From an optimization exercise on the open Yosys and OpenROAD flow, aimed at small area; shortcuts taken in it are not production practice. Function was checked by simulation only, so behaviour that the tests miss may differ from the original. No activity file was given, so power comes from the tool's default toggle rates.

## menu_show_top
module menu_show_top (
    input  wire         sys_clk,
    input  wire         sys_rst_n,
    input  wire         init_done,
    input  wire         show_char_done,
    input  wire         is_pressed,
    input  wire   [3:0] keyboard_data,
    input  wire   [1:0] scale,
    output wire         show_char_flag,
    output wire menu_pkg::glyph_t ascii_num,
    output wire menu_pkg::coord_t start_x,
    output wire menu_pkg::coord_t start_y,
    output wire menu_pkg::color_t background_color,
    output wire menu_pkg::color_t front_color
);
For scale: about 620 cells after synthesis, roughly 31 flip-flops, ~0.0038 mm² of cells after synthesis.
export LEC_CHECK = 0
export CAP_MARGIN = 20
export CORE_MARGIN = 2
export CORE_UTILIZATION = 40
export SLEW_MARGIN = 20
create_clock -name core_clock -period 10.0 [get_ports {sys_clk}]
standard.sh (not shown) runs the stock make flow with config.mk's settings and CLKGATE_MAP_FILE= SYNTH_SCRIPT=/design/flow/synth_recipe.tcl, a recipe that flattens the netlist after the stock synthesis.
==> flow/flow/run.sh <==
#!/bin/bash
set -euo pipefail
W=$(pwd)
EXTRA="SYNTH_SCRIPT=$W/flow/synth.tcl SKIP_REPAIR_TIE_FANOUT=1 GPL_KEEP_OVERFLOW=0"
EXTRA="$EXTRA 'BUFFER_PORTS_ARGS=-buffer_cell sky130_fd_sc_hd__buf_1'"
EXTRA="$EXTRA 'CTS_ARGS=-buf_list sky130_fd_sc_hd__clkbuf_4 -root_buf sky130_fd_sc_hd__clkbuf_4 -sink_clustering_enable -dont_use_dummy_load -repair_clock_nets'"
sed "s|SYNTH_SCRIPT=[^ ]*|$EXTRA|" standard.sh > my_standard.sh
grep -q "SYNTH_SCRIPT=$W/flow/synth.tcl" my_standard.sh
bash my_standard.sh > flow.log 2>&1
==> flow/flow/area.abc <==
strash
&get -n
&deepsyn -T 300
&put
dch -f
amap
==> flow/flow/synth.tcl <==
# synth_recipe.tcl with ORFS's synth.tcl, except that ABC runs flow/area.abc
# and the half/full adder extraction (extract_fa) is skipped, so that ABC
# maps all of the logic.
proc synth {args} { yosys synth -nofsm -noshare {*}$args }
set my_dir [file dirname [file normalize [info script]]]
set fh [open $::env(SCRIPTS_DIR)/synth.tcl r]
set src [read $fh]
close $fh
set old {log_cmd abc {*}$abc_args}
if { [string first $old $src] < 0 } { error "synth.tcl: ABC call not found" }
set new "log_cmd abc -script $my_dir/area.abc {*}\$lib_args {*}\$lib_dont_use_args"
set src [string map [list $old $new] $src]
set old_fa {extract_fa {*}[dont_use_extract_fa_args]}
if { [string first $old_fa $src] < 0 } { error "synth.tcl: extract_fa call not found" }
set src [string map [list $old_fa {}] $src]
eval $src
# left out here: clear keep_hierarchy, flatten, clean up, hide names made inside functions, write 1_2_yosys.v
Next try:
==> flow/flow/area.abc (replaced) <==
strash
&get -n
&deepsyn -T 30
&put
dch -f
amap
Synthesized cell count climbs by a few percent.
Wire length rose by a few percent.
Hold slack is worse by 0.0089 ns.
Via count climbs by a few percent.

---

== run 3 ==
Another version of the RTL of menu_show_top (not shown whole).
Size: ~31 flip-flops, about 70 I/O pins.
## menu_show_top
module menu_show_top (
    input  wire         sys_clk,
    input  wire         sys_rst_n,
    input  wire         init_done,
    input  wire         show_char_done,
    input  wire         is_pressed,
    input  wire   [3:0] keyboard_data,
    input  wire   [1:0] scale,
    output wire         show_char_flag,
    output wire menu_pkg::glyph_t ascii_num,
    output wire menu_pkg::coord_t start_x,
    output wire menu_pkg::coord_t start_y,
    output wire menu_pkg::color_t background_color,
    output wire menu_pkg::color_t front_color
);
==> flow/config.mk <==
export PLATFORM = sky130hd
export DESIGN_NAME = menu_show_top
export DESIGN_NICKNAME = menu_show_top
export VERILOG_FILES = /design/flow/design.v
export SDC_FILE = /design/flow/constraint.sdc
export NUM_CORES = 4
export LEC_CHECK = 0
export CAP_MARGIN = 20
export CORE_MARGIN = 2
export CORE_UTILIZATION = 40
export SLEW_MARGIN = 20
==> flow/constraint.sdc <==
create_clock -name core_clock -period 10.0 [get_ports {sys_clk}]
set_input_delay 2.0000 -clock core_clock [delete_from_list [all_inputs] [get_ports {sys_clk}]]
set_output_delay 2.0000 -clock core_clock [all_outputs]
set_load 0.01 [all_outputs]
==> flow/flow/run.sh <==
#!/bin/bash
set -euo pipefail
W=$(pwd)
EXTRA="SYNTH_SCRIPT=$W/flow/synth.tcl SKIP_REPAIR_TIE_FANOUT=1"
EXTRA="$EXTRA 'BUFFER_PORTS_ARGS=-buffer_cell sky130_fd_sc_hd__buf_1'"
EXTRA="$EXTRA 'CTS_ARGS=-buf_list sky130_fd_sc_hd__clkbuf_4 -root_buf sky130_fd_sc_hd__clkbuf_4 -sink_clustering_enable -dont_use_dummy_load -repair_clock_nets'"
sed "s|SYNTH_SCRIPT=[^ ]*|$EXTRA|" standard.sh > my_standard.sh
grep -q "SYNTH_SCRIPT=$W/flow/synth.tcl" my_standard.sh
bash my_standard.sh > flow.log 2>&1
==> flow/flow/area.abc <==
strash
&get -n
&deepsyn -T 30
&put
dch -f
amap
Scripts as last shown in full above: flow/flow/synth.tcl
The inputs of run 1 differ from those of run 3 as listed below.
Settings: CTS_CLUSTER_SIZE now 40, previously not set; CTS_BUF_LIST now sky130_fd_sc_hd__clkbuf_4, previously not set; CTS_CLUSTER_DIAMETER now 200, previously not set.
==> flow/flow/run.sh <==
#!/bin/bash
set -euo pipefail
W=$(pwd)
sed "s|SYNTH_SCRIPT=[^ ]*|SYNTH_SCRIPT=$W/flow/synth.tcl 'BUFFER_PORTS_ARGS=-buffer_cell sky130_fd_sc_hd__buf_1'|" standard.sh > my_standard.sh
grep -q "SYNTH_SCRIPT=$W/flow/synth.tcl" my_standard.sh
bash my_standard.sh > flow.log 2>&1
==> results.txt <==
- Run 1 went all the way through synthesis, placement and routing and the layout is clean on timing, DRC and antenna.
- The higher detailed-routing iteration count for the pre-antenna-repair pass of run 3 and run 1 is in run 1.
- Looking at mean routed wirelength per cell across run 3 and run 1, the one that comes out lower is run 3.
- Met1 track utilization from global routing in run 1 vs run 3: up 2.9 points
- Relative to run 3, design area has gone up in run 1.
- Per the comparison of run 1 with run 3, relative contribution of combinational cells to total power fell 0.4 points, met3 layer wire length in the routed design saw an increase.
- Per the comparison of run 1 with run 3, routability congestion estimate from global placement went down by 2.1%, leakage power went up by 2.5%.

## what the ideal ports hide
In the flow no input, the clock included, has a driving cell. The finished layouts below were timed again as built, in two steps.
Step 1 (the two cells are an assumption about what drives the block):
set clk [get_ports {sys_clk}]
set_driving_cell -lib_cell sky130_fd_sc_hd__clkbuf_16 $clk
set_driving_cell -lib_cell sky130_fd_sc_hd__buf_2 [delete_from_list [all_inputs] $clk]
Step 2, shift: input delay + t, output delay - t, t = (earliest + latest rising clock arrival at the registers) / 2. This alone moves slack from input paths to output paths.
a / b / c = no drivers / after step 1 / after step 2; a / b = the first two.
run	t (ns)	slack for setup (ns)	worst setup path at the end	clock arrival spread, ns
the first run of note 1	0.348	2.134 / 2.134 / 2.134	register to register	0.020 / 0.019
the second run of note 1	0.354	1.992 / 1.992 / 1.992	register to register	0.011 / 0.011
run 3	0.355	2.279 / 2.279 / 2.279	register to register	0.018 / 0.018
run 1	0.352	2.185 / 2.185 / 2.185	register to register	0.008 / 0.008
After both steps setup and hold are still met in every run listed.
